Background: an optimization exercise with open tools, aiming at small area and a short achievable clock period. Do not read the settings as production practice. In this exercise RTL edits were held to simulation tests only and were not proved equivalent to the original.

// s64x7_core
module s64x7_core (
    input  logic               clk_i,
    input  logic               rst_n_i,
    input  s64_pkg::word_t     dat_i,
    output s64_pkg::pkt_addr_t adr_o,
    output logic               cyc_o,
    output logic               we_o,
    output logic               vpa_o,
    output s64_pkg::sel_t      sel_o,
    output s64_pkg::word_t     dat_o,
    output s64_pkg::opc_e      opc_o
);
    logic               fetch, push, pop, mv, zen, lit, load, store, alu, drop;
    logic               jt, jf, jmp, call, ret;
    logic [14:0]        alu_sel;
    s64_pkg::word_t     lit_val;
    logic [8:0]         step;
    s64_pkg::word_t     tos;
    s64_pkg::word_t     nos;
    s64_pkg::pkt_addr_t p;
    logic               redirect;
    s64_slot_sequencer i_slot_sequencer (
        .clk_i      (clk_i),
        .rst_n_i    (rst_n_i),
        .dat_i      (dat_i),
        .tos_i      (tos),
        .nos_i      (nos),
  ...
Size in the first run: about 5400 cells after synthesis, roughly 210 I/O pins.
clock: 10.0 ns
lec_check: 0
cap_margin: 20
core_margin: 2
core_utilization: 65
cts_cluster_diameter: 80
cts_cluster_size: 20
slew_margin: 20
tns_end_percent: 5
standard.sh (not shown) runs the stock make flow with config.mk's settings and CLKGATE_MAP_FILE= SYNTH_SCRIPT=/design/flow/synth_recipe.tcl, a recipe that flattens the netlist after the stock synthesis.
==> flow/flow/run.sh <==
#!/bin/bash
set -euo pipefail
bash standard.sh \
  "BUFFER_PORTS_ARGS=-buffer_cell sky130_fd_sc_hd__buf_2" \
  MATCH_CELL_FOOTPRINT=0 \
  SETUP_SLACK_MARGIN=6.2 \
  finish > flow_make.log 2>&1
Edit:
--- a/flow/design.v
+++ b/flow/design.v
@@ -256,37 +256,23 @@
     output logic               redirect_o
 );
     s64_pkg::pkt_addr_t p;
     s64_pkg::pkt_addr_t rz;
     s64_pkg::pkt_addr_t rs_top;
     s64_pkg::pkt_addr_t sum;
     logic               tos_nz;
     logic               jump;
     assign tos_nz = |tos_i;
     assign jump   = (jt_i && tos_nz) || (jf_i && !tos_nz) || jmp_i || call_i;
     assign redirect_o = jump || ret_i;
-    logic [9:0]  lo;
-    logic [51:0] ph;
-    logic [51:0] ones;    
-    logic [51:0] zeros;   
-    assign lo   = {1'b0, p[8:0]} + {1'b0, step_i};
-    assign ph   = p[60:9];
-    always_comb begin
-        ones[0]  = 1'b1;
-        zeros[0] = 1'b1;
-        for (int i = 1; i < 52; i++) begin
-            ones[i]  = ones[i-1] & ph[i-1];
-            zeros[i] = zeros[i-1] & ~ph[i-1];
-        end
-    end
-    assign sum = {ph ^ (lo[9] ? ({52{!step_i[8]}} & ones) : ({52{step_i[8]}} & zeros)), lo[8:0]};
+    assign sum = p + {{52{step_i[8]}}, step_i};
     s64_spill_stack #(
         .WIDTH (61)
     ) i_return_stack (
         .clk_i   (clk_i),
         .rst_n_i (rst_n_i),
         .push_i  (call_i),
         .pop_i   (ret_i),
         .dat_i   (rz),
         .top_o   (rs_top)
     );
     always_ff @(posedge clk_i or negedge rst_n_i) begin
@@ -344,23 +330,22 @@
     output s64_pkg::opc_e      opc_o
 );
     logic           f;
     logic [3:0]     r;
     logic [23:0]    ops;
     s64_pkg::word_t dr;
     logic           lit8, lit16, lit32, nib, jrel;
     logic           push, pop, load, store, alu, drop, jt, jf, jmp, call, ret, mem;
     logic           ncyc, nvpa;
     logic           mem2;
     logic           mv, zen;
-    logic           wr;
     logic [3:0]     opc;
     logic [12:0]    alu_sel;
     logic [8:0]     step;
     logic           f_n;
     logic [3:0]     op_n;
     logic [3:0]     sub_n;
     logic [7:0]     off_n;
     s64_pkg::word_t dr_sh;
     logic           nf;
     logic           n_lit8, n_lit16, n_lit32, n_jumps, n_jrel, n_nib;
     logic           n_load, n_store, n_alu, n_drop, n_dup;
@@ -408,23 +393,22 @@
             alu   <= 1'b0;
             drop  <= 1'b0;
             jt    <= 1'b0;
             jf    <= 1'b0;
             jmp   <= 1'b0;
             call  <= 1'b0;
             ret   <= 1'b0;
             mem   <= 1'b0;
             mem2  <= 1'b0;
             mv    <= 1'b0;
             zen   <= 1'b0;
-            wr    <= 1'b0;
             step  <= 9'd1;
         end else begin
             f     <= f_n;
             ncyc  <= !(f_n || n_load || n_store);
             nvpa  <= !f_n;
             opc   <= nf ? op_n : 4'd0;
             lit8  <= n_lit8;
             lit16 <= n_lit16;
             lit32 <= n_lit32;
             nib   <= n_nib;
             jrel  <= n_jrel;
@@ -435,23 +419,22 @@
             alu   <= n_alu;
             drop  <= n_drop;
             jt    <= n_jumps && (sub_n == s64_pkg::SUB_JT8);
             jf    <= n_jumps && (sub_n == s64_pkg::SUB_JF8);
             jmp   <= n_jumps && (sub_n == s64_pkg::SUB_J8);
             call  <= n_jumps && (sub_n == s64_pkg::SUB_CALL8);
             ret   <= nf && (op_n == s64_pkg::OPC_RET);
             mem   <= n_load || n_store;
             mem2  <= n_load ^ n_store;
             mv    <= n_lit8 || n_lit16 || n_lit32 || n_dup || n_store || n_alu || n_drop;
             zen   <= n_lit8 || n_lit16 || n_lit32 || n_load || n_alu || n_drop || n_store;
-            wr    <= n_store && !n_load;
             step  <= f_n ? 9'd1 : ({1'b0, off_n} - 9'd1);
         end
     end
     always_ff @(posedge clk_i) begin
         if (f) begin
             r   <= dat_i[63:60] - 4'd1;
             ops <= dat_i[55:32];
             dr  <= dat_i;
         end else begin
             r   <= r - 4'd1;
             ops <= {ops[19:0], 4'd0};
@@ -489,23 +472,23 @@
     assign call_o    = call;
     assign ret_o     = ret;
     assign alu_sel_o = alu_sel;
     assign step_o    = step;
     assign lit_val_o = ({64{lit8}}  & {{56{dr[7]}}, dr[7:0]}) |
                        ({64{lit16}} & {{48{dr[15]}}, dr[15:0]}) |
                        ({64{lit32}} & {{32{dr[31]}}, dr[31:0]});
     assign cyc_o = !ncyc;
     assign we_o  = (opc == s64_pkg::OPC_STORES) && (dr[3:0] == s64_pkg::SUB_SDM);
     assign vpa_o = !nvpa;
     assign sel_o = {8{!ncyc}};
-    assign dat_o = {64{wr}} & nos_i;
+    assign dat_o = {64{store}} & nos_i;
     assign opc_o = s64_pkg::opc_e'(opc);
     assign adr_o[30:0]  = mem  ? tos_i[33:3]  : ({31{!ncyc}} & p_i[30:0]);
     assign adr_o[60:31] = mem2 ? tos_i[63:34] : ({30{!nvpa}} & p_i[60:31]);
 endmodule
 `timescale 1ns/10ps
 module s64x7_core (
     input  logic               clk_i,
     input  logic               rst_n_i,
     input  s64_pkg::word_t     dat_i,
     output s64_pkg::pkt_addr_t adr_o,
     output logic               cyc_o,
What happened:
- sequential share of layout area drops by 1.6 points
- synthesized cell count grows by 6.7%
- die area is higher by 4.1%
- non-clock buffer count came out lower by 5

## afterwards: timing with drivers on the ports
Ports are ideal in the flow. The routed layouts listed here were re-timed in OpenROAD.
Step 1: set_driving_cell puts a clkbuf_16 on clk_i and a buf_2 on each other input, an assumption about the parent block.
Step 2, shift: input delay + t, output delay - t, t = (earliest + latest rising clock arrival at the registers) / 2. This alone moves slack from input paths to output paths.
a / b / c = no drivers / after step 1 / after step 2; a / b = the first two.
run | t, ns | slack for setup (ns) | clock arrival spread, ns | worst data-port slew with drivers (ns)
the first run | 0.755 | 5.967 / 5.889 / 5.686 | 0.040 / 0.040 | 0.06
the second run | 0.769 | 5.894 / 5.816 / 5.611 | 0.040 / 0.040 | 0.06
After both steps setup and hold are still met in every run listed. The setup slack of the second run, which loses most, moves by -0.078 ns with the drivers and by -0.283 ns with both steps.
